This is an optimization exercise on Yosys and OpenROAD, whose aim is small area, a short achievable clock period and few clock cycles per item, not a production implementation. Only simulation tests tie the RTL to the original design; equivalence was not proved.

===== flow/config.mk =====
export PLATFORM = sky130hd
export DESIGN_NAME = median_filter_range_scaler
export DESIGN_NICKNAME = median_filter_range_scaler
export VERILOG_FILES = /design/flow/design.v
export SDC_FILE = /design/flow/constraint.sdc
export NUM_CORES = 4
export LEC_CHECK = 0
export CAP_MARGIN = 20
export CORE_MARGIN = 2
export CORE_UTILIZATION = 55
export PLACE_DENSITY = 0.75
export SETUP_SLACK_MARGIN = 2.8
export SLEW_MARGIN = 20

===== flow/constraint.sdc =====
create_clock -name core_clock -period 7.5 [get_ports {clk}]
set_input_delay 1.5000 -clock core_clock [delete_from_list [all_inputs] [get_ports {clk}]]
set_output_delay 1.5000 -clock core_clock [all_outputs]
set_load 0.01 [all_outputs]

===== flow/design.v =====
package mfrs_pkg;
	localparam int WINDOW      = 5;
	localparam int SAMPLE_BITS = 10;
	localparam int REG_W       = 11;
	localparam int VAL_W       = 12;
	localparam int SLOT_W = (WINDOW > 1) ? $clog2(WINDOW) : 1;
	localparam int CNT_W  = $clog2(WINDOW + 1);
	localparam int MEDIAN_RANK = WINDOW / 2;
	localparam int CMP_W    = (SAMPLE_BITS > REG_W) ? SAMPLE_BITS : REG_W;
	localparam int PROD_W   = SAMPLE_BITS + REG_W;
	localparam int DIV_W    = PROD_W + (PROD_W % 2);
	localparam int DIV_STEPS = DIV_W / 2;
	localparam int STEP_W   = $clog2(DIV_STEPS);
	localparam int VAL_MAX_I = 2 ** (VAL_W - 1) - 1;
	localparam int VAL_MIN_MAG = 2 ** (VAL_W - 1);
	localparam int QUEUE_DEPTH = 2;
	localparam int QPTR_W = $clog2(QUEUE_DEPTH);
	localparam int QCNT_W = $clog2(QUEUE_DEPTH + 1);
	localparam int APB_DATA_W = 32;
	localparam int APB_ADDR_W = 5;
	localparam int REG_IDX_W  = 3;
	localparam logic [REG_IDX_W-1:0] REG_INPUT_LOW     = 3'd0;
	localparam logic [REG_IDX_W-1:0] REG_INPUT_HIGH    = 3'd1;
	localparam logic [REG_IDX_W-1:0] REG_OUTPUT_LOW    = 3'd2;
	localparam logic [REG_IDX_W-1:0] REG_OUTPUT_HIGH   = 3'd3;
	localparam logic [REG_IDX_W-1:0] REG_INVERT_ENABLE = 3'd4;
	localparam logic [REG_IDX_W-1:0] REG_DIGITAL_MODE  = 3'd5;
	localparam logic [REG_W-1:0] RST_INPUT_LOW   = 11'd0;
	localparam logic [REG_W-1:0] RST_INPUT_HIGH  = 11'd1024;
	localparam logic [REG_W-1:0] RST_OUTPUT_LOW  = 11'd0;
	localparam logic [REG_W-1:0] RST_OUTPUT_HIGH = 11'd127;
	typedef struct packed {
		logic [REG_W-1:0] input_low;
		logic [REG_W-1:0] input_high;
		logic [REG_W-1:0] output_low;
		logic [REG_W-1:0] output_high;
		logic             invert_enable;
		logic             digital_mode;
	} mfrs_cfg_t;
	localparam logic [1:0] F_IDLE = 2'd0;
	localparam logic [1:0] F_RANK = 2'd1;
	localparam logic [1:0] F_PUSH = 2'd2;
	localparam logic [2:0] B_IDLE = 3'd0;
	localparam logic [2:0] B_MUL  = 3'd1;
	localparam logic [2:0] B_DIV  = 3'd2;
	localparam logic [2:0] B_FIX  = 3'd3;
	localparam logic [2:0] B_OUT  = 3'd4;
endpackage
module mfrs_mul
(
	input  logic [9:0] d,
	input  logic [32:0] k,
	output logic [10:0] ta,
	output logic [10:0] tb,
	output logic [1:0]  g,
	output logic [1:0]  p
);
	logic [4:0]             b_one, b_two, bn;
	logic [4:0][32:0]   bp;
	logic [32:0]             lp;
	logic [10:0] dx;
	assign dx = {d, 1'b0};
	for (genvar i = 0; i < 5; i++) begin : g_booth
		assign b_one[i] = dx[2 * i + 1] ^ dx[2 * i];
		assign b_two[i] = (dx[2 * i + 2] && !dx[2 * i + 1] && !dx[2 * i]) ||
		                  (!dx[2 * i + 2] && dx[2 * i + 1] && dx[2 * i]);
		assign bn[i]    = dx[2 * i + 2] && !(dx[2 * i + 1] && dx[2 * i]);
		assign bp[i]    = ((k & {33{b_one[i]}}) | ({k[31:0], 1'b0} & {33{b_two[i]}})) ^ {33{bn[i]}};
	end
	assign lp = k & {33{d[9]}};
	logic w1;
	logic w2;
	logic w3;
	logic w4;
	logic w5;
	logic w6;
	logic w7;
	logic w8;
	logic w9;
	logic w10;
	logic w11;
	logic w12;
	logic w13;
	logic w14;
	logic w15;
	logic w16;
	logic w17;
	logic w18;
	logic w19;
	logic w20;
	logic w21;
	logic w22;
	logic w23;
	logic w24;
	logic w25;
	logic w26;
	logic w27;
	logic w28;
	logic w29;
	logic w30;
	logic w31;
	logic w32;
	logic w33;
	logic w34;
	logic w35;
	logic w36;
	logic w37;
	logic w38;
	logic w39;
	logic w40;
	logic w41;
	logic w42;
	logic w43;
	logic w44;
	logic w45;
	logic w46;
	logic w47;
	logic w48;
	logic w49;
	logic w50;
	logic w51;
	logic w52;
	logic w53;
	logic w54;
	logic w55;
	logic w56;
	logic w57;
	logic w58;
	logic w59;
	logic w60;
	logic w61;
	logic w62;
	logic w63;
	logic w64;
	logic w65;
	logic w66;
	logic w67;
	logic w68;
	logic w69;
	logic w70;
	logic w71;
	logic w72;
	logic w73;
	logic w74;
	logic w75;
	logic w76;
	logic w77;
	logic w78;
	logic w79;
	logic w80;
	logic w81;
	logic w82;
	logic w83;
	logic w84;
	logic w85;
	logic w86;
	logic w87;
	logic w88;
	logic w89;
	logic w90;
	logic w91;
	logic w92;
	logic w93;
	logic w94;
	logic w95;
	logic w96;
	logic w97;
	logic w98;
	logic w99;
	logic w100;
	logic w101;
	logic w102;
	logic w103;
	logic w104;
	logic w105;
	logic w106;
	logic w107;
	logic w108;
	logic w109;
	logic w110;
	logic w111;
	logic w112;
	logic w113;
	logic w114;
	logic w115;
	logic w116;
	logic w117;
	logic w118;
	logic w119;
	logic w120;
	logic w121;
	logic w122;
	logic w123;
	logic w124;
	logic w125;
	logic w126;
	logic w127;
	logic w128;
	logic w129;
	logic w130;
	logic w131;
	logic w132;
	logic w133;
	logic w134;
	logic w135;
	logic w136;
	logic w137;
	logic w138;
	logic w139;
	logic w140;
	logic w141;
	logic w142;
	logic w143;
	logic w144;
	logic w145;
	logic w146;
	logic w147;
	logic w148;
	logic w149;
	logic w150;
	logic w151;
	logic w152;
	logic w153;
	logic w154;
	logic w155;
	logic w156;
	logic w157;
	logic w158;
	logic w159;
	logic w160;
	logic w161;
	logic w162;
	logic w163;
	logic w164;
	logic w165;
	logic w166;
	logic w167;
	logic w168;
	logic w169;
	logic w170;
	logic w171;
	logic w172;
	logic w173;
	logic w174;
	logic w175;
	logic w176;
	logic w177;
	logic w178;
	logic w179;
	logic w180;
	logic w181;
	logic w182;
	logic w183;
	logic w184;
	logic w185;
	logic w186;
	logic w187;
	logic w188;
	logic w189;
	logic w190;
	logic w191;
	logic w192;
	logic w193;
	logic w194;
	logic w195;
	logic w196;
	logic w197;
	logic w198;
	logic w199;
	logic w200;
	logic w201;
	logic w202;
	logic w203;
	logic w204;
	logic w205;
	logic w206;
	logic w207;
	logic w208;
	logic w209;
	logic w210;
	logic w211;
	logic w212;
	logic w213;
	logic w214;
	logic w215;
	logic w216;
	logic w217;
	logic w218;
	logic w219;
	logic w220;
	logic w221;
	logic w222;
	logic w223;
	logic w224;
	logic w225;
	logic w226;
	logic w227;
	logic w228;
	logic w229;
	logic w230;
	logic w231;
	logic w232;
	logic w233;
	logic w234;
	logic w235;
	logic w236;
	logic w237;
	logic w238;
	logic w239;
	logic w240;
	logic w241;
	logic w242;
	logic w243;
	logic w244;
	logic w245;
	logic w246;
	logic w247;
	logic w248;
	assign w1 = bp[0][10] ^ bp[1][8];
	assign w2 = bp[0][10] & bp[1][8];
	assign w3 = bp[0][11] ^ bp[1][9];
	assign w4 = bp[0][11] & bp[1][9];
	assign w5 = bp[0][12] ^ bp[1][10];
	assign w6 = bp[0][12] & bp[1][10];
	assign w7 = bp[0][13] ^ bp[1][11];
	assign w8 = bp[0][13] & bp[1][11];
	assign w9 = bp[0][14] ^ bp[1][12];
	assign w10 = bp[0][14] & bp[1][12];
	assign w11 = bp[0][15] ^ bp[1][13];
	assign w12 = bp[0][15] & bp[1][13];
	assign w13 = bp[0][16] ^ bp[1][14];
	assign w14 = bp[0][16] & bp[1][14];
	assign w15 = bp[0][17] ^ bp[1][15];
	assign w16 = bp[0][17] & bp[1][15];
	assign w17 = bp[0][18] ^ bp[1][16];
	assign w18 = bp[0][18] & bp[1][16];
	assign w19 = bp[0][19] ^ bp[1][17];
	assign w20 = bp[0][19] & bp[1][17];
	assign w21 = bp[0][20] ^ bp[1][18];
	assign w22 = bp[0][20] & bp[1][18];
	assign w23 = bp[0][21] ^ bp[1][19];
	assign w24 = bp[0][21] & bp[1][19];
	assign w25 = bp[0][22] ^ bp[1][20];
	assign w26 = bp[0][22] & bp[1][20];
	assign w27 = bp[0][23] ^ bp[1][21];
	assign w28 = bp[0][23] & bp[1][21];
	assign w29 = bp[0][24] ^ bp[1][22];
	assign w30 = bp[0][24] & bp[1][22];
	assign w31 = bp[0][25] ^ bp[1][23];
	assign w32 = bp[0][25] & bp[1][23];
	assign w33 = bp[0][26] ^ bp[1][24];
	assign w34 = bp[0][26] & bp[1][24];
	assign w35 = bp[0][27] ^ bp[1][25];
	assign w36 = bp[0][27] & bp[1][25];
	assign w37 = bp[0][28] ^ bp[1][26];
	assign w38 = bp[0][28] & bp[1][26];
	assign w39 = bp[0][29] ^ bp[1][27];
	assign w40 = bp[0][29] & bp[1][27];
	assign w41 = bp[0][30] ^ bp[1][28];
	assign w42 = bp[0][30] & bp[1][28];
	assign w43 = bp[0][31] ^ bp[1][29];
	assign w44 = bp[0][31] & bp[1][29];
	assign w45 = bp[0][32] ^ bp[1][30];
	assign w46 = bp[0][32] & bp[1][30];
	assign w47 = bp[0][8] ^ bp[1][6] ^ bp[2][4];
	assign w48 = (bp[0][8] & bp[1][6]) | (bp[0][8] & bp[2][4]) | (bp[1][6] & bp[2][4]);
	assign w49 = bp[0][9] ^ bp[1][7] ^ bp[2][5];
	assign w50 = (bp[0][9] & bp[1][7]) | (bp[0][9] & bp[2][5]) | (bp[1][7] & bp[2][5]);
	assign w51 = bp[3][3] ^ bp[4][1];
	assign w52 = bp[3][3] & bp[4][1];
	assign w53 = w1 ^ bp[2][6] ^ bp[3][4];
	assign w54 = (w1 & bp[2][6]) | (w1 & bp[3][4]) | (bp[2][6] & bp[3][4]);
	assign w55 = bp[4][2] ^ lp[0] ^ 1'b1;
	assign w56 = (bp[4][2] & lp[0]) | (bp[4][2] & 1'b1) | (lp[0] & 1'b1);
	assign w57 = w2 ^ w3 ^ bp[2][7];
	assign w58 = (w2 & w3) | (w2 & bp[2][7]) | (w3 & bp[2][7]);
	assign w59 = bp[3][5] ^ bp[4][3] ^ lp[1];
	assign w60 = (bp[3][5] & bp[4][3]) | (bp[3][5] & lp[1]) | (bp[4][3] & lp[1]);
	assign w61 = w4 ^ w5 ^ bp[2][8];
	assign w62 = (w4 & w5) | (w4 & bp[2][8]) | (w5 & bp[2][8]);
	assign w63 = bp[3][6] ^ bp[4][4] ^ lp[2];
	assign w64 = (bp[3][6] & bp[4][4]) | (bp[3][6] & lp[2]) | (bp[4][4] & lp[2]);
	assign w65 = w6 ^ w7 ^ bp[2][9];
	assign w66 = (w6 & w7) | (w6 & bp[2][9]) | (w7 & bp[2][9]);
	assign w67 = bp[3][7] ^ bp[4][5] ^ lp[3];
	assign w68 = (bp[3][7] & bp[4][5]) | (bp[3][7] & lp[3]) | (bp[4][5] & lp[3]);
	assign w69 = w8 ^ w9 ^ bp[2][10];
	assign w70 = (w8 & w9) | (w8 & bp[2][10]) | (w9 & bp[2][10]);
	assign w71 = bp[3][8] ^ bp[4][6] ^ lp[4];
	assign w72 = (bp[3][8] & bp[4][6]) | (bp[3][8] & lp[4]) | (bp[4][6] & lp[4]);
	assign w73 = w10 ^ w11 ^ bp[2][11];
	assign w74 = (w10 & w11) | (w10 & bp[2][11]) | (w11 & bp[2][11]);
	assign w75 = bp[3][9] ^ bp[4][7] ^ lp[5];
	assign w76 = (bp[3][9] & bp[4][7]) | (bp[3][9] & lp[5]) | (bp[4][7] & lp[5]);
	assign w77 = w12 ^ w13 ^ bp[2][12];
	assign w78 = (w12 & w13) | (w12 & bp[2][12]) | (w13 & bp[2][12]);
	assign w79 = bp[3][10] ^ bp[4][8] ^ lp[6];
	assign w80 = (bp[3][10] & bp[4][8]) | (bp[3][10] & lp[6]) | (bp[4][8] & lp[6]);
	assign w81 = w14 ^ w15 ^ bp[2][13];
	assign w82 = (w14 & w15) | (w14 & bp[2][13]) | (w15 & bp[2][13]);
	assign w83 = bp[3][11] ^ bp[4][9] ^ lp[7];
	assign w84 = (bp[3][11] & bp[4][9]) | (bp[3][11] & lp[7]) | (bp[4][9] & lp[7]);
	assign w85 = w16 ^ w17 ^ bp[2][14];
	assign w86 = (w16 & w17) | (w16 & bp[2][14]) | (w17 & bp[2][14]);
	assign w87 = bp[3][12] ^ bp[4][10] ^ lp[8];
	assign w88 = (bp[3][12] & bp[4][10]) | (bp[3][12] & lp[8]) | (bp[4][10] & lp[8]);
	assign w89 = w18 ^ w19 ^ bp[2][15];
	assign w90 = (w18 & w19) | (w18 & bp[2][15]) | (w19 & bp[2][15]);
	assign w91 = bp[3][13] ^ bp[4][11] ^ lp[9];
	assign w92 = (bp[3][13] & bp[4][11]) | (bp[3][13] & lp[9]) | (bp[4][11] & lp[9]);
	assign w93 = w20 ^ w21 ^ bp[2][16];
	assign w94 = (w20 & w21) | (w20 & bp[2][16]) | (w21 & bp[2][16]);
	assign w95 = bp[3][14] ^ bp[4][12] ^ lp[10];
	assign w96 = (bp[3][14] & bp[4][12]) | (bp[3][14] & lp[10]) | (bp[4][12] & lp[10]);
	assign w97 = w22 ^ w23 ^ bp[2][17];
	assign w98 = (w22 & w23) | (w22 & bp[2][17]) | (w23 & bp[2][17]);
	assign w99 = bp[3][15] ^ bp[4][13] ^ lp[11];
	assign w100 = (bp[3][15] & bp[4][13]) | (bp[3][15] & lp[11]) | (bp[4][13] & lp[11]);
	assign w101 = w24 ^ w25 ^ bp[2][18];
	assign w102 = (w24 & w25) | (w24 & bp[2][18]) | (w25 & bp[2][18]);
	assign w103 = bp[3][16] ^ bp[4][14] ^ lp[12];
	assign w104 = (bp[3][16] & bp[4][14]) | (bp[3][16] & lp[12]) | (bp[4][14] & lp[12]);
	assign w105 = w26 ^ w27 ^ bp[2][19];
	assign w106 = (w26 & w27) | (w26 & bp[2][19]) | (w27 & bp[2][19]);
	assign w107 = bp[3][17] ^ bp[4][15] ^ lp[13];
	assign w108 = (bp[3][17] & bp[4][15]) | (bp[3][17] & lp[13]) | (bp[4][15] & lp[13]);
	assign w109 = w28 ^ w29 ^ bp[2][20];
	assign w110 = (w28 & w29) | (w28 & bp[2][20]) | (w29 & bp[2][20]);
	assign w111 = bp[3][18] ^ bp[4][16] ^ lp[14];
	assign w112 = (bp[3][18] & bp[4][16]) | (bp[3][18] & lp[14]) | (bp[4][16] & lp[14]);
	assign w113 = w30 ^ w31 ^ bp[2][21];
	assign w114 = (w30 & w31) | (w30 & bp[2][21]) | (w31 & bp[2][21]);
	assign w115 = bp[3][19] ^ bp[4][17] ^ lp[15];
	assign w116 = (bp[3][19] & bp[4][17]) | (bp[3][19] & lp[15]) | (bp[4][17] & lp[15]);
	assign w117 = w32 ^ w33 ^ bp[2][22];
	assign w118 = (w32 & w33) | (w32 & bp[2][22]) | (w33 & bp[2][22]);
	assign w119 = bp[3][20] ^ bp[4][18] ^ lp[16];
	assign w120 = (bp[3][20] & bp[4][18]) | (bp[3][20] & lp[16]) | (bp[4][18] & lp[16]);
	assign w121 = w34 ^ w35 ^ bp[2][23];
	assign w122 = (w34 & w35) | (w34 & bp[2][23]) | (w35 & bp[2][23]);
	assign w123 = bp[3][21] ^ bp[4][19] ^ lp[17];
	assign w124 = (bp[3][21] & bp[4][19]) | (bp[3][21] & lp[17]) | (bp[4][19] & lp[17]);
	assign w125 = w36 ^ w37 ^ bp[2][24];
	assign w126 = (w36 & w37) | (w36 & bp[2][24]) | (w37 & bp[2][24]);
	assign w127 = bp[3][22] ^ bp[4][20] ^ lp[18];
	assign w128 = (bp[3][22] & bp[4][20]) | (bp[3][22] & lp[18]) | (bp[4][20] & lp[18]);
	assign w129 = w38 ^ w39 ^ bp[2][25];
	assign w130 = (w38 & w39) | (w38 & bp[2][25]) | (w39 & bp[2][25]);
	assign w131 = bp[3][23] ^ bp[4][21] ^ lp[19];
	assign w132 = (bp[3][23] & bp[4][21]) | (bp[3][23] & lp[19]) | (bp[4][21] & lp[19]);
	assign w133 = w40 ^ w41 ^ bp[2][26];
	assign w134 = (w40 & w41) | (w40 & bp[2][26]) | (w41 & bp[2][26]);
	assign w135 = bp[3][24] ^ bp[4][22] ^ lp[20];
	assign w136 = (bp[3][24] & bp[4][22]) | (bp[3][24] & lp[20]) | (bp[4][22] & lp[20]);
	assign w137 = w42 ^ w43 ^ bp[2][27];
	assign w138 = (w42 & w43) | (w42 & bp[2][27]) | (w43 & bp[2][27]);
	assign w139 = bp[3][25] ^ bp[4][23] ^ lp[21];
	assign w140 = (bp[3][25] & bp[4][23]) | (bp[3][25] & lp[21]) | (bp[4][23] & lp[21]);
	assign w141 = w44 ^ w45 ^ bp[2][28];
	assign w142 = (w44 & w45) | (w44 & bp[2][28]) | (w45 & bp[2][28]);
	assign w143 = bp[3][26] ^ bp[4][24] ^ lp[22];
	assign w144 = (bp[3][26] & bp[4][24]) | (bp[3][26] & lp[22]) | (bp[4][24] & lp[22]);
	assign w145 = bp[0][7] ^ bp[1][5];
	assign w146 = bp[0][7] & bp[1][5];
	assign w147 = w47 ^ bp[3][2] ^ bp[4][0];
	assign w148 = (w47 & bp[3][2]) | (w47 & bp[4][0]) | (bp[3][2] & bp[4][0]);
	assign w149 = w48 ^ w49 ^ w51;
	assign w150 = (w48 & w49) | (w48 & w51) | (w49 & w51);
	assign w151 = w50 ^ w52 ^ w53;
	assign w152 = (w50 & w52) | (w50 & w53) | (w52 & w53);
	assign w153 = w54 ^ w56 ^ w57;
	assign w154 = (w54 & w56) | (w54 & w57) | (w56 & w57);
	assign w155 = w58 ^ w60 ^ w61;
	assign w156 = (w58 & w60) | (w58 & w61) | (w60 & w61);
	assign w157 = w62 ^ w64 ^ w65;
	assign w158 = (w62 & w64) | (w62 & w65) | (w64 & w65);
	assign w159 = w66 ^ w68 ^ w69;
	assign w160 = (w66 & w68) | (w66 & w69) | (w68 & w69);
	assign w161 = w70 ^ w72 ^ w73;
	assign w162 = (w70 & w72) | (w70 & w73) | (w72 & w73);
	assign w163 = w74 ^ w76 ^ w77;
	assign w164 = (w74 & w76) | (w74 & w77) | (w76 & w77);
	assign w165 = w78 ^ w80 ^ w81;
	assign w166 = (w78 & w80) | (w78 & w81) | (w80 & w81);
	assign w167 = w82 ^ w84 ^ w85;
	assign w168 = (w82 & w84) | (w82 & w85) | (w84 & w85);
	assign w169 = w86 ^ w88 ^ w89;
	assign w170 = (w86 & w88) | (w86 & w89) | (w88 & w89);
	assign w171 = w90 ^ w92 ^ w93;
	assign w172 = (w90 & w92) | (w90 & w93) | (w92 & w93);
	assign w173 = w94 ^ w96 ^ w97;
	assign w174 = (w94 & w96) | (w94 & w97) | (w96 & w97);
	assign w175 = w98 ^ w100 ^ w101;
	assign w176 = (w98 & w100) | (w98 & w101) | (w100 & w101);
	assign w177 = w102 ^ w104 ^ w105;
	assign w178 = (w102 & w104) | (w102 & w105) | (w104 & w105);
	assign w179 = w106 ^ w108 ^ w109;
	assign w180 = (w106 & w108) | (w106 & w109) | (w108 & w109);
	assign w181 = w110 ^ w112 ^ w113;
	assign w182 = (w110 & w112) | (w110 & w113) | (w112 & w113);
	assign w183 = w114 ^ w116 ^ w117;
	assign w184 = (w114 & w116) | (w114 & w117) | (w116 & w117);
	assign w185 = w118 ^ w120 ^ w121;
	assign w186 = (w118 & w120) | (w118 & w121) | (w120 & w121);
	assign w187 = w122 ^ w124 ^ w125;
	assign w188 = (w122 & w124) | (w122 & w125) | (w124 & w125);
	assign w189 = w126 ^ w128 ^ w129;
	assign w190 = (w126 & w128) | (w126 & w129) | (w128 & w129);
	assign w191 = w130 ^ w132 ^ w133;
	assign w192 = (w130 & w132) | (w130 & w133) | (w132 & w133);
	assign w193 = w134 ^ w136 ^ w137;
	assign w194 = (w134 & w136) | (w134 & w137) | (w136 & w137);
	assign w195 = w138 ^ w140 ^ w141;
	assign w196 = (w138 & w140) | (w138 & w141) | (w140 & w141);
	assign w197 = w145 ^ bp[2][3];
	assign w198 = w145 & bp[2][3];
	assign w199 = w146 ^ w147 ^ bn[4];
	assign w200 = (w146 & w147) | (w146 & bn[4]) | (w147 & bn[4]);
	assign w201 = w148 ^ w149 ^ 1'b1;
	assign w202 = (w148 & w149) | (w148 & 1'b1) | (w149 & 1'b1);
	assign w203 = w150 ^ w151 ^ w55;
	assign w204 = (w150 & w151) | (w150 & w55) | (w151 & w55);
	assign w205 = w152 ^ w153 ^ w59;
	assign w206 = (w152 & w153) | (w152 & w59) | (w153 & w59);
	assign w207 = w154 ^ w155 ^ w63;
	assign w208 = (w154 & w155) | (w154 & w63) | (w155 & w63);
	assign w209 = w156 ^ w157 ^ w67;
	assign w210 = (w156 & w157) | (w156 & w67) | (w157 & w67);
	assign w211 = w158 ^ w159 ^ w71;
	assign w212 = (w158 & w159) | (w158 & w71) | (w159 & w71);
	assign w213 = w160 ^ w161 ^ w75;
	assign w214 = (w160 & w161) | (w160 & w75) | (w161 & w75);
	assign w215 = w162 ^ w163 ^ w79;
	assign w216 = (w162 & w163) | (w162 & w79) | (w163 & w79);
	assign w217 = w164 ^ w165 ^ w83;
	assign w218 = (w164 & w165) | (w164 & w83) | (w165 & w83);
	assign w219 = w166 ^ w167 ^ w87;
	assign w220 = (w166 & w167) | (w166 & w87) | (w167 & w87);
	assign w221 = w168 ^ w169 ^ w91;
	assign w222 = (w168 & w169) | (w168 & w91) | (w169 & w91);
	assign w223 = w170 ^ w171 ^ w95;
	assign w224 = (w170 & w171) | (w170 & w95) | (w171 & w95);
	assign w225 = w172 ^ w173 ^ w99;
	assign w226 = (w172 & w173) | (w172 & w99) | (w173 & w99);
	assign w227 = w174 ^ w175 ^ w103;
	assign w228 = (w174 & w175) | (w174 & w103) | (w175 & w103);
	assign w229 = w176 ^ w177 ^ w107;
	assign w230 = (w176 & w177) | (w176 & w107) | (w177 & w107);
	assign w231 = w178 ^ w179 ^ w111;
	assign w232 = (w178 & w179) | (w178 & w111) | (w179 & w111);
	assign w233 = w180 ^ w181 ^ w115;
	assign w234 = (w180 & w181) | (w180 & w115) | (w181 & w115);
	assign w235 = w182 ^ w183 ^ w119;
	assign w236 = (w182 & w183) | (w182 & w119) | (w183 & w119);
	assign w237 = w184 ^ w185 ^ w123;
	assign w238 = (w184 & w185) | (w184 & w123) | (w185 & w123);
	assign w239 = w186 ^ w187 ^ w127;
	assign w240 = (w186 & w187) | (w186 & w127) | (w187 & w127);
	assign w241 = w188 ^ w189 ^ w131;
	assign w242 = (w188 & w189) | (w188 & w131) | (w189 & w131);
	assign w243 = w190 ^ w191 ^ w135;
	assign w244 = (w190 & w191) | (w190 & w135) | (w191 & w135);
	assign w245 = w192 ^ w193 ^ w139;
	assign w246 = (w192 & w193) | (w192 & w139) | (w193 & w139);
	assign w247 = w194 ^ w195 ^ w143;
	assign w248 = (w194 & w195) | (w194 & w143) | (w195 & w143);
	logic [32:0] ra, rb;
	assign ra = {w246, w244, w242, w240, w238, w236, w234, w232, w230, w228, w226, w224, w222, w220, w218, w216, w214, w212, w210, w208, w206, w204, w202, w200, w198, w197, 1'b0, 1'b0, 1'b0, 1'b0, 1'b0, 1'b0, 1'b0};
	assign rb = {w247, w245, w243, w241, w239, w237, w235, w233, w231, w229, w227, w225, w223, w221, w219, w217, w215, w213, w211, w209, w207, w205, w203, w201, w199, bp[3][1], 1'b0, 1'b0, 1'b0, 1'b0, 1'b0, 1'b0, 1'b0};
	logic [8:0] s0;
	logic [7:0] s1;
	assign s0   = {1'b0, ra[14:7]} + {1'b0, rb[14:7]};
	assign s1   = {1'b0, ra[21:15]} + {1'b0, rb[21:15]};
	assign g[0] = s0[8];
	assign g[1] = s1[7];
	assign p[0] = &(ra[14:7] ^ rb[14:7]);
	assign p[1] = &(ra[21:15] ^ rb[21:15]);
	assign ta   = ra[32:22];
	assign tb   = rb[32:22];
endmodule
import mfrs_pkg::*;
module median_filter_range_scaler
(
	input  logic                  clk,
	input  logic                  arst_n,
	input  logic                  sample_valid,
	output logic                  sample_ready,
	input  logic [SAMPLE_BITS-1:0] sample,
	output logic                  result_valid,
	input  logic                  result_ready,
	output logic [SAMPLE_BITS-1:0] result_filtered,
	output logic signed [VAL_W-1:0] result_value,
	output logic                  result_valid_res,
	input  logic                  psel,
	input  logic                  penable,
	input  logic                  pwrite,
	input  logic [APB_ADDR_W-1:0] paddr,
	input  logic [APB_DATA_W-1:0] pwdata,
	output logic [APB_DATA_W-1:0] prdata,
	output logic                  pready
);
	localparam int KSTEPS = 2;
	localparam int KXW    = 34;
	localparam int KCYC   = KXW / KSTEPS;
	mfrs_pkg::mfrs_cfg_t cfg_q, cfg_d;
	logic [REG_IDX_W-1:0] reg_idx;
	logic                 cfg_wr;
	assign pready  = 1'b1;
	assign reg_idx = paddr[APB_ADDR_W-1:2];
	assign cfg_wr  = psel && penable && pwrite;
	always_comb begin
		unique case (reg_idx)
			REG_INPUT_LOW:     prdata = APB_DATA_W'(cfg_q.input_low);
			REG_INPUT_HIGH:    prdata = APB_DATA_W'(cfg_q.input_high);
			REG_OUTPUT_LOW:    prdata = APB_DATA_W'(cfg_q.output_low);
			REG_OUTPUT_HIGH:   prdata = APB_DATA_W'(cfg_q.output_high);
			REG_INVERT_ENABLE: prdata = APB_DATA_W'(cfg_q.invert_enable);
			REG_DIGITAL_MODE:  prdata = APB_DATA_W'(cfg_q.digital_mode);
			default:           prdata = '0;
		endcase
	end
	always_comb begin
		cfg_d = cfg_q;
		if (cfg_wr) begin
			unique case (reg_idx)
				REG_INPUT_LOW:     cfg_d.input_low     = pwdata[REG_W-1:0];
				REG_INPUT_HIGH:    cfg_d.input_high    = pwdata[REG_W-1:0];
				REG_OUTPUT_LOW:    cfg_d.output_low    = pwdata[REG_W-1:0];
				REG_OUTPUT_HIGH:   cfg_d.output_high   = pwdata[REG_W-1:0];
				REG_INVERT_ENABLE: cfg_d.invert_enable = pwdata[0];
				REG_DIGITAL_MODE:  cfg_d.digital_mode  = pwdata[0];
				default: ;
			endcase
		end
	end
	always_ff @(posedge clk or negedge arst_n) begin
		if (!arst_n) begin
			cfg_q.input_low     <= RST_INPUT_LOW;
			cfg_q.input_high    <= RST_INPUT_HIGH;
			cfg_q.output_low    <= RST_OUTPUT_LOW;
			cfg_q.output_high   <= RST_OUTPUT_HIGH;
			cfg_q.invert_enable <= 1'b0;
			cfg_q.digital_mode  <= 1'b0;
		end else begin
			cfg_q <= cfg_d;
		end
	end
	logic [REG_W-1:0] den_q;     
	logic             neg_q;     
	logic             szero_q;   
	logic [REG_W:0]   out_span;
	assign out_span = {1'b0, cfg_d.output_high} - {1'b0, cfg_d.output_low};
	always_ff @(posedge clk) begin
		den_q   <= cfg_d.input_high - cfg_d.input_low;
		neg_q   <= out_span[REG_W];
		szero_q <= (cfg_d.input_high == cfg_d.input_low);
	end
	logic en;
	logic out_valid_q;
	logic kbusy_q;
	logic kready;
	assign en           = !out_valid_q || result_ready;
	assign sample_ready = en && kready;
	logic take;
	assign take = sample_valid && sample_ready;
	logic [REG_W-1:0] kr_q;
	logic [KXW-1:0]   kx_q;
	logic [4:0]       kcnt_q;
	logic             kinit_q;
	logic             kwr;
	logic [REG_W-1:0] kr_n;
	logic [KXW-1:0]   kx_n;
	logic [REG_W-1:0] kmag;
	assign kwr = cfg_wr && !reg_idx[2];
	assign kready = !kbusy_q || (!kinit_q && (kcnt_q >= 5'(KCYC - 2)));
	assign kmag = out_span[REG_W] ? REG_W'(-out_span) : out_span[REG_W-1:0];
	always_comb begin
		logic [REG_W:0]   t;
		logic [REG_W+1:0] dif;
		kr_n = kr_q;
		kx_n = kx_q;
		for (int k = 0; k < KSTEPS; k++) begin
			t    = {kr_n, kx_n[KXW-1]};
			dif  = {1'b0, t} - {2'b00, den_q};
			kx_n = {kx_n[KXW-2:0], !dif[REG_W+1] ^ neg_q};
			kr_n = dif[REG_W+1] ? t[REG_W-1:0] : dif[REG_W-1:0];
		end
	end
	always_ff @(posedge clk or negedge arst_n) begin
		if (!arst_n) begin
			kinit_q <= 1'b1;
			kbusy_q <= 1'b1;
			kcnt_q  <= '0;
		end else begin
			kinit_q <= 1'b0;
			if (kwr || kinit_q) begin
				kbusy_q <= 1'b1;
				kcnt_q  <= '0;
			end else if (kbusy_q) begin
				kcnt_q <= kcnt_q + 1'b1;
				if (kcnt_q == 5'(KCYC - 1)) kbusy_q <= 1'b0;
			end
		end
	end
	always_ff @(posedge clk) begin
		if (kwr || kinit_q) begin
			kx_q <= {1'b0, kmag, 22'b0};
		end else if (kbusy_q) begin
			kx_q <= kx_n;
		end
	end
	always_ff @(posedge clk) begin
		kr_q <= (kwr || kinit_q) ? '0 : kr_n;
	end
	logic [4:0][SAMPLE_BITS-1:0] win_q;
	logic [4:0][4:0]             ord_q, ord_n;
	logic [4:0]                  pick_q, pick_n;
	logic [3:0]                  le;      
	function automatic logic two_of_four(input logic [3:0] b);
		two_of_four = ((3'(b[0]) + 3'(b[1]) + 3'(b[2]) + 3'(b[3])) == 3'd2);
	endfunction
	always_comb begin
		logic [3:0] bef;
		for (int j = 0; j < 4; j++)
			le[j] = (sample <= win_q[j]);
		ord_n = ord_q;
		for (int i = 0; i < 4; i++)
			for (int j = i + 1; j < 4; j++)
				ord_n[i + 1][j + 1] = ord_q[i][j];
		for (int j = 0; j < 4; j++)
			ord_n[0][j + 1] = le[j];
		for (int i = 0; i < 5; i++) begin
			for (int j = 0; j < 4; j++) begin
				if (j < i) bef[j] = ord_n[j][i];
				else       bef[j] = !ord_n[i][j + 1];
			end
			pick_n[i] = two_of_four(bef);
		end
	end
	always_ff @(posedge clk or negedge arst_n) begin
		if (!arst_n) begin
			win_q  <= '0;
			ord_q  <= '1;
			pick_q <= 5'b00100;
		end else if (take) begin
			win_q  <= {win_q[3:0], sample};
			ord_q  <= ord_n;
			pick_q <= pick_n;
		end
	end
	logic v1_q;
	always_ff @(posedge clk or negedge arst_n) begin
		if (!arst_n) v1_q <= 1'b0;
		else if (en) v1_q <= take;
	end
	logic [SAMPLE_BITS-1:0] med1;
	always_comb begin
		med1 = '0;
		for (int i = 0; i < 5; i++)
			med1 = med1 | (win_q[i] & {SAMPLE_BITS{pick_q[i]}});
	end
	logic                   va_q;
	logic [SAMPLE_BITS-1:0] meda_q;
	logic [SAMPLE_BITS-1:0] offa_q;
	always_ff @(posedge clk or negedge arst_n) begin
		if (!arst_n) va_q <= 1'b0;
		else if (en) va_q <= v1_q;
	end
	always_ff @(posedge clk) begin
		if (en) begin
			meda_q <= med1;
			offa_q <= med1 - SAMPLE_BITS'(cfg_q.input_low);
		end
	end
	logic [REG_W-1:0] ta2, tb2;
	logic [1:0]       g2, p2;
	mfrs_mul u_mul (
		.d   (offa_q),
		.k   (kx_q[32:0]),
		.ta  (ta2),
		.tb  (tb2),
		.g   (g2),
		.p   (p2)
	);
	logic                   pv;
	logic                   inrp_q;
	logic [SAMPLE_BITS-1:0] medp_q;
	logic [REG_W-1:0]       tap_q, tbp_q;
	logic [1:0]             gp_q;
	logic                   pp_q;
	always_ff @(posedge clk or negedge arst_n) begin
		if (!arst_n) pv <= 1'b0;
		else if (en) pv <= va_q;
	end
	always_ff @(posedge clk) begin
		if (en) begin
			inrp_q  <= ({1'b0, meda_q} >= cfg_q.input_low) && ({1'b0, meda_q} <= cfg_q.input_high) && !szero_q;
			medp_q  <= meda_q;
			tap_q   <= ta2;
			tbp_q   <= tb2;
			gp_q    <= g2;
			pp_q    <= p2[1];
		end
	end
	logic                    scl;
	logic [SAMPLE_BITS-1:0]  medf;
	logic                    tc;           
	logic [REG_W-1:0]        quo;
	logic [REG_W:0]          quo_c;
	logic [VAL_W:0]          qx, ys, zs;
	logic signed [VAL_W-1:0] fval;
	logic                    fvres;
	always_comb begin
		scl  = inrp_q;
		medf = medp_q;
		tc   = gp_q[1] || (pp_q && gp_q[0]);
		quo_c = {tap_q, 1'b1} + {tbp_q, tc};
		quo   = quo_c[REG_W:1];
		qx   = {{2{neg_q && (quo != '0)}}, quo};
		ys   = qx - {2'b00, cfg_q.output_high};
		zs   = {2'b00, cfg_q.output_high} - qx;
		if (cfg_q.digital_mode) begin
			fval  = (medf != '0) ? VAL_W'(1) : VAL_W'(-1);
			fvres = 1'b1;
		end else if (scl) begin
			if (!cfg_q.invert_enable)
				fval = qx[VAL_W-1:0];
			else if (!ys[VAL_W])
				fval = ys[VAL_W-1:0];
			else
				fval = zs[VAL_W-1] ? VAL_W'(VAL_MAX_I) : zs[VAL_W-1:0];
			fvres = 1'b1;
		end else begin
			fval  = VAL_W'(-1);
			fvres = 1'b0;
		end
	end
	logic [SAMPLE_BITS-1:0]  out_filt_q;
	logic signed [VAL_W-1:0] out_value_q;
	logic                    out_vres_q;
	always_ff @(posedge clk or negedge arst_n) begin
		if (!arst_n) out_valid_q <= 1'b0;
		else if (en) out_valid_q <= pv;
	end
	always_ff @(posedge clk) begin
		if (en) begin
			out_filt_q  <= medf;
			out_value_q <= fval;
			out_vres_q  <= fvres;
		end
	end
	assign result_valid     = out_valid_q;
	assign result_filtered  = out_filt_q;
	assign result_value     = out_value_q;
	assign result_valid_res = out_vres_q;
endmodule

===== flow/run.sh =====
#!/bin/bash
# synth_recipe.tcl (not shown) runs the flow's synth.tcl, then flattens the netlist and writes it again
# the make line also repeats each setting of config.mk as NAME=value (left out here)
make -C /OpenROAD-flow-scripts/flow DESIGN_CONFIG=/design/flow/config.mk WORK_HOME=/design/flow/orfs CLKGATE_MAP_FILE= SYNTH_SCRIPT=/design/flow/synth_recipe.tcl finish

==> impl_metrics.ini, run 1 <==
[synthesis]
yosys.cell_types.count = 80
synth-edff-count = 90
netlist_instances = 2294
yosys_register_bits = 255
synth_ff_type = dfrtp_1
synth_top_area_cell = edfxtp_1
ys_seq_area_frac = 0.3085
asyncSetResetFlopFracSynth = 0.4627
synth_top_area_frac = 0.1260
avgSynthCellArea_um2 = 9.352
post_synth_instance_area_um2 = 21450
yosysWarnings = 1
yosys-top-cells-area = edfxtp_1, ha_1, dfrtp_1

[drt]
dr_total_vias = 16970
viasPerCell = 5.880
residual_drc = 0
drtAntennaViolNets = 0
drtPass1Iterations = 8
dr.first_iter.drc_count = 1155
wl_per_cell_um = 18.92
totalWireLength_mm = 54.59

[critical_path]
critPathLaunchType = input pin
worst_setup_path_end_kind = primary output
timing.rr.start = offa_q[1]$_DFFE_PP_
reg2reg_depth = 20
path_class = in2out
worstSetupEndpoint = prdata[2]
timing.critical_path.required_ns = 6.00
cp_data_arrival_time_ns = 3.09
timing.reg2reg.setup_slack_ns = 2.92
critical_path_peak_fanout = 11
worst_r2r_endpoint = gp_q[0]$_DFFE_PP_
worst_setup_path_startpoint = paddr[2]

[timing]
worst-slew-pin-transition_ns = 1.086
totalNegativeSetupSlack_ns = 0
finClkSkew_ns = 0.01845
timing.final.setup_violations = 0
hold_viol = 0
post-route-min-period_ns = 4.589
max_clock_freq_mhz = 217.9
whs_ns = 0.4546
finalCritPeriodShare = 0.6119
maxSlewHeadroom = 0.2658
worst_slack_ns = 2.911
finalMaxSlewViolations = 0
rsz0062_at_grt = true

[placed_design]
dpl_worst_slack_ns = 1.410
dp_wirelength_mm = 38.58
numPlacedInstances = 2780
detailed_place.area_um2 = 22440
routabilityCongestion = 0.8923
portBuffers = 66

[grt]
grt_remaining_overflow = 0
grt_max_degree = 88
grt_first_pass_wirelength_mm = 87.82
grt_antenna_before_repair = 0
first_global_vias = 17130
global_route_usage_over_all_layers = 0.2657

[floorplan]
placementRows = 72
total_i_o_pin_count = 112
die_w_um = 201.5
placeableCoreArea_um2 = 38560
initial_core_util = 0.5564
floorplan.die_area_um2 = 40600
die_height_um = 201.5

[outcome]
outcome = timing/DRC/antenna clean

[worst_hold_path]
worstHoldPathType = reg2reg

[clocking]
cts.htree.levels = 1
clk_pin_slew_worst_paths_ns = 0.06
numCtsBuffers = 29
cts_hold_buffers = 0
ctsLongestPathBuffers = 3
cts.sink_count = 255
tritoncts = built
clock_latency_ns = 0.58
clockRootBuffer = clkbuf_16

[final_layout]
area.growth.synth_to_final_pct = 13.64
layout-drive-gt1-share = 0.1161
postLayoutCellArea_um2 = 24380
final_nets = 2707
fill_cells = 3172
regArea_um2 = 6618
multi_input_comb_area_um2 = 13580
insertedDiodeCount = 0
postLayoutCoreUtil = 0.6323
final_cell_count_no_fill = 2886

[flow_run]
number_of_max_cap_violations = 0
-- cell usage after synthesis, drive strengths merged (37+ instances only) --
cell type	n
mux2i	37
inv	300
a22oi	113
edfxtp	90
dfrtp	101
a21oi	92
buf	38
fa	105
clkbuf	107
xor2	136
nor2	102
dfxtp	47
nor2b	38
ha	203
o21ai	149
nand2	186
xnor2	61
-- metal layers --
| layer | part of all wire | GRT usage |
|---|---|---|
| met5 | 0 | 0 |
| met4 | 0.035 | 0.09086 |
| met3 | 0.062 | 0.04033 |
| met2 | 0.50 | 0.4621 |
| met1 | 0.40 | 0.3381 |
-- final cells by class --
cell class | count | share of cell area
Timing Repair Buffer | 143 | 0.05891
Tap cell | 518 | 0.02658
Clock buffer | 37 | 0.03243
Clock inverter | 17 | 0.007441
Multi-Input combinational cell | 1615 | 0.5568
Sequential cell | 255 | 0.2714
Inverter | 301 | 0.04639
-- cell usage in the layout, fill, tap and decap left out, drive strengths merged, types with 22 or more instances in the layout --
cell	n
inv	304
mux2i	37
nand2b	27
nor2b	38
xnor2	61
o21ai	149
fa	105
edfxtp	90
buf	75
dfrtp	101
clkbuf	40
o21a	30
a21o	34
mux2	36
xor2	136
nor3	23
clkdlybuf4s50	54
a21oi	92
and2	22
ha	203
nand2	186
conb	23
dfxtp	47
a22oi	113
nand4	22
nor2	103
nand3	24
-- state kept, by name, indices dropped and copies added, names as in the netlist, 2 cells and up --
| name | flops |
|---|---|
| ord_n | 6 |
| medp_q | 10 |
| kx_q | 34 |
| gp_q | 2 |
| pick_q | 5 |
| meda_q | 10 |
| tbp_q | 11 |
| out_value_q | 12 |
| kcnt_q | 5 |
| den_q | 11 |
| kr_q | 11 |
| offa_q | 10 |
| win_q | 50 |
| out_filt_q | 10 |
| tap_q | 11 |
| cfg_q | 46 |
-- critical path: stages --
cell and delay (ns):
dlymetal6s2s_1 0.22, buf_12 0.20, mux4_2 0.52, nor2b_1 0.15, clkdlybuf4s50_1 0.49
-- logic make-up (layout without fill, tap and decap cells) --
logic type / Yosys count / after routing / share of synthesized area
adder cells (fa/ha/maj): 308 / 308 / 0.2164
buffers and inverters: 446 / 498 / 0.08246
AND/OR/NAND/NOR: 482 / 483 / 0.1060
other: 2 / 23 / 0.0003500
AO/OA/AOI/OAI: 521 / 521 / 0.1593
XOR/XNOR: 197 / 197 / 0.08042
flip-flops: 255 / 255 / 0.3085
multiplexers: 83 / 83 / 0.04666
-- worst min path at each step --
stage / from / end / slack (ns) / depth (start not counted)
after floorplan: meda_q[0]$_DFFE_PP_ / medp_q[0]$_DFFE_PP_ / 0.43 / 0
after detailed placement: medp_q[5]$_DFFE_PP_ / out_filt_q[5]$_DFFE_PP_ / 0.44 / 0
final: medp_q[0]$_DFFE_PP_ / out_filt_q[0]$_DFFE_PP_ / 0.45 / 0
after CTS: medp_q[2]$_DFFE_PP_ / out_filt_q[2]$_DFFE_PP_ / 0.45 / 0
after global routing: medp_q[5]$_DFFE_PP_ / out_filt_q[5]$_DFFE_PP_ / 0.46 / 0
after global placement: medp_q[2]$_DFFE_PP_ / out_filt_q[2]$_DFFE_PP_ / 0.43 / 0
-- what timing repair did --
item | 4_1_cts | 5_1_grt
setup buffers | 24 | 21
pin swaps | 15 | 27
cloned | 2 | 4
endpoints found under the setup margin | 42 | 48
gates resized for setup | 59 | 67
Testbench counts, summed over its fixed seeds: cycles 4,224, items 3,840.
==> run 2: changes to the inputs <==
--- a/flow/design.v
+++ b/flow/design.v
@@ -807,5 +807,4 @@
 	logic                    tc;           
 	logic [REG_W-1:0]        quo;
-	logic [REG_W:0]          quo_c;
 	logic [VAL_W:0]          qx, ys, zs;
 	logic signed [VAL_W-1:0] fval;
@@ -815,6 +814,5 @@
 		medf = medp_q;
 		tc   = gp_q[1] || (pp_q && gp_q[0]);
-		quo_c = {tap_q, 1'b1} + {tbp_q, tc};
-		quo   = quo_c[REG_W:1];
+		quo  = tap_q + tbp_q + REG_W'(tc);
 		qx   = {{2{neg_q && (quo != '0)}}, quo};
 		ys   = qx - {2'b00, cfg_q.output_high};
--- a/flow/config.mk
+++ b/flow/config.mk
@@ -8,6 +8,6 @@
 export CAP_MARGIN = 20
 export CORE_MARGIN = 2
-export CORE_UTILIZATION = 55
-export PLACE_DENSITY = 0.75
+export CORE_UTILIZATION = 50
+export PLACE_DENSITY = 0.7
 export SETUP_SLACK_MARGIN = 2.8
 export SLEW_MARGIN = 20
==> impl_metrics.ini, run 2 <==
[critical_path]
reg2reg_depth = 16
worst_r2r_endpoint = out_value_q[9]$_DFFE_PP_
timing.rr.start = pp_q$_DFFE_PP_
path_class = reg2reg
timing.reg2reg.setup_slack_ns = 2.83
worst_setup_path_end_kind = flop
critical_path_peak_fanout = 12
max_stage_delay_ns = 0.57
cp_data_arrival_time_ns = 4.96
timing.critical_path.required_ns = 7.79
critPathLaunchType = flop
critical-path-slowest-cell = xor2_1
crit_path_cell_trace = a21oi_4, fa_2, nand2b_1, a211oi_2, o41ai_1, xor2_1, inv_1, ha_2, o21a_1, o21ai_1, o21bai_2, o22ai_2, buf_4, nor2_1, nand4_1, a31o_2

[floorplan]
floorplan.die_area_um2 = 44880
placeableCoreArea_um2 = 42890
die_height_um = 211.9
total_i_o_pin_count = 112
placementRows = 76
die_w_um = 211.9
initial_core_util = 0.5037

[clocking]
clockRootBuffer = clkbuf_16
clock_latency_ns = 0.55
clk_pin_slew_worst_paths_ns = 0.06
ctsLongestPathBuffers = 3
numCtsBuffers = 34
cts.htree.levels = 2
cts.sink_count = 255
tritoncts = built

[synthesis]
synth_ff_type = dfrtp_1
avgSynthCellArea_um2 = 9.482
post_synth_instance_area_um2 = 21600
ys_seq_area_frac = 0.3064
synth_top_area_frac = 0.1251
netlist_instances = 2278
synth-edff-count = 90
synth_most_common_cell = inv_1
synth_top_cells_by_count = inv_1, ha_1, nand2_1
yosys-top-cells-area = edfxtp_1, dfrtp_1, ha_1
yosys.cell_types.count = 79
synth_top_area_cell = edfxtp_1
yosys_register_bits = 255
yosysWarnings = 1
asyncSetResetFlopFracSynth = 0.4627

[grt]
grt_remaining_overflow = 0
global_route_usage_over_all_layers = 0.2480
first_global_vias = 16765
grt_max_degree = 81
grt_antenna_before_repair = 0
grt_first_pass_wirelength_mm = 88.04

[timing]
maxSlewHeadroom = 0.2977
finalMaxSlewViolations = 0
hold_viol = 0
timing.final.setup_violations = 0
max_clock_freq_mhz = 214.1
finClkSkew_ns = 0.02961
finalCritPeriodShare = 0.6227
post-route-min-period_ns = 4.670
worst-slew-pin-transition_ns = 1.049
totalNegativeSetupSlack_ns = 0
rsz0062_at_grt = false

[worst_hold_path]
hold-path-endpoint = out_filt_q[4]$_DFFE_PP_
hold-path-cell-count = 0
worstHoldPathType = reg2reg
min-delay-start = medp_q[4]$_DFFE_PP_

[final_layout]
postLayoutCoreUtil = 0.5756
commonest_non_fill_non_tap_cell_in_the_layout = inv_1
flip_flop_count_of_the_largest_register_after_layout = 50
reg_top3 = win_q (50), cfg_q (46), kx_q (34)
registers.top_by_ff_count = win_q
mostFrequentLayoutCells = inv_1, ha_1, nand2_1, xor2_1, a22oi_1
layout-drive-gt1-share = 0.1257
area.growth.synth_to_final_pct = 14.28
final_nets = 2682

[drt]
drtAntennaViolNets = 0
dr_total_vias = 16822
drtPass1Iterations = 7
viasPerCell = 5.735
totalWireLength_mm = 55.41
residual_drc = 0
wl_per_cell_um = 18.89
dr.first_iter.drc_count = 1291

[placed_design]
dp_wirelength_mm = 39.53
portBuffers = 66
routabilityCongestion = 0.9461

[outcome]
outcome = timing/DRC/antenna clean

[flow_run]
number_of_max_cap_violations = 0
==> run 2: repair_timing <==
item,4_1_cts,5_1_grt
pin swaps,15,19
cloned,1,3
endpoints found under the setup margin,56,46
resized for setup,69,74
hold buffers,0,0
setup buffers,13,25
==> run 2: worst max-delay path: cells and delay by family, from the launching register on <==
| family | cells | cell delay (ns) |
|---|---|---|
| flops | 1 | 0.41 |
| xor+xnor | 1 | 0.57 |
| compound gates | 8 | 1.57 |
| fa+ha+maj | 2 | 0.77 |
| simple gates | 3 | 0.72 |
| buf+inv | 2 | 0.36 |
==> run 2: kinds of logic after synthesis <==
logic type	Yosys count	share of synthesized area
other	2	0.0003477
multiplexers	113	0.06123
AO/OA/AOI/OAI	512	0.1592
XOR/XNOR	169	0.06887
adder cells (fa/ha/maj)	307	0.2147
buffers and inverters	443	0.08080
AND/OR/NAND/NOR	477	0.1085
flip-flops	255	0.3064
==> run 2: final cells by class <==
class	instances	area, um^2
clock buffers	44	960.9
flip-flops and latches	255	6618
repair buffers	132	1289
clock inverters	18	182.7
inverters	297	1115
fillers	3616	18200
diodes	1	2.502
well taps	585	732.0
multi-input cells	1601	13790
==> run 2: per-stage QoR <==
step / hold WS, ns / setup slack (ns) / instances / area, um^2
after detailed placement: 0.4429 / 1.313 / 2828 / 22660
after CTS: 0.4577 / 2.740 / 2904 / 24120
final: 0.4566 / 2.830 / 2933 / 24690
after global placement: 0.4349 / 1.495 / 2828 / 22660
after global routing: 0.4659 / 2.721 / 2932 / 24680
after floorplan: 0.4264 / 2.722 / 2299 / 21710
==> run 2: routing by layer <==
metal	up-vias	global-route usage	part of all wire
met1	8209	0.3233	0.42
met5	-	0	0
met4	0	0.09082	0.035
met2	584	0.4188	0.48
met3	116	0.03709	0.065
li1	7913	-	-
==> run 2: how the worst max path moves through the flow <==
stage | from | endpoint | depth (start not counted)
floorplan | paddr[2] | kx_q[32]$_DFFE_PP_ | 15
global placement | paddr[4] | kx_q[32]$_DFFE_PP_ | 16
detailed placement | paddr[4] | kx_q[31]$_DFFE_PP_ | 16
CTS | psel | kx_q[31]$_DFFE_PP_ | 18
global route | kx_q[33]$_SDFFE_PN0P_ | kr_q[0]$_SDFF_PN0_ | 23
finish | pp_q$_DFFE_PP_ | out_value_q[9]$_DFFE_PP_ | 16
Testbench counts of run 2, summed over its fixed seeds: cycles 4,224, items 3,840.

port drivers added, routing unchanged:
The results above use ideal ports. As a check the final layouts listed here were re-extracted and re-timed, cells and wires unchanged. Step 1 sets driving cells, clkbuf_16 on the clock port and buf_2 on the other inputs (assumed; they add their load-dependent delay and slew). Step 2 also shifts input and output timing later by t, the mid clock arrival at the registers, as if the neighbouring blocks saw the same clock. a / b / c = no drivers / after step 1 / after step 2; a / b = the first two.
| run | t, ns | setup slack, ns | hold WS [ns] | cell pins on the clock port's net |
|---|---|---|---|---|
| run 1 | 0.631 | 2.911 / 2.887 / 2.472 | 0.455 / 0.455 / 0.455 | 1 |
| run 2 | 0.596 | 2.830 / 2.828 / 2.386 | 0.457 / 0.457 / 0.457 | 1 |
After both steps every run listed still meets setup and hold. The setup slack of run 2, which loses most, moves by -0.002 ns with the drivers and by -0.444 ns with both steps.
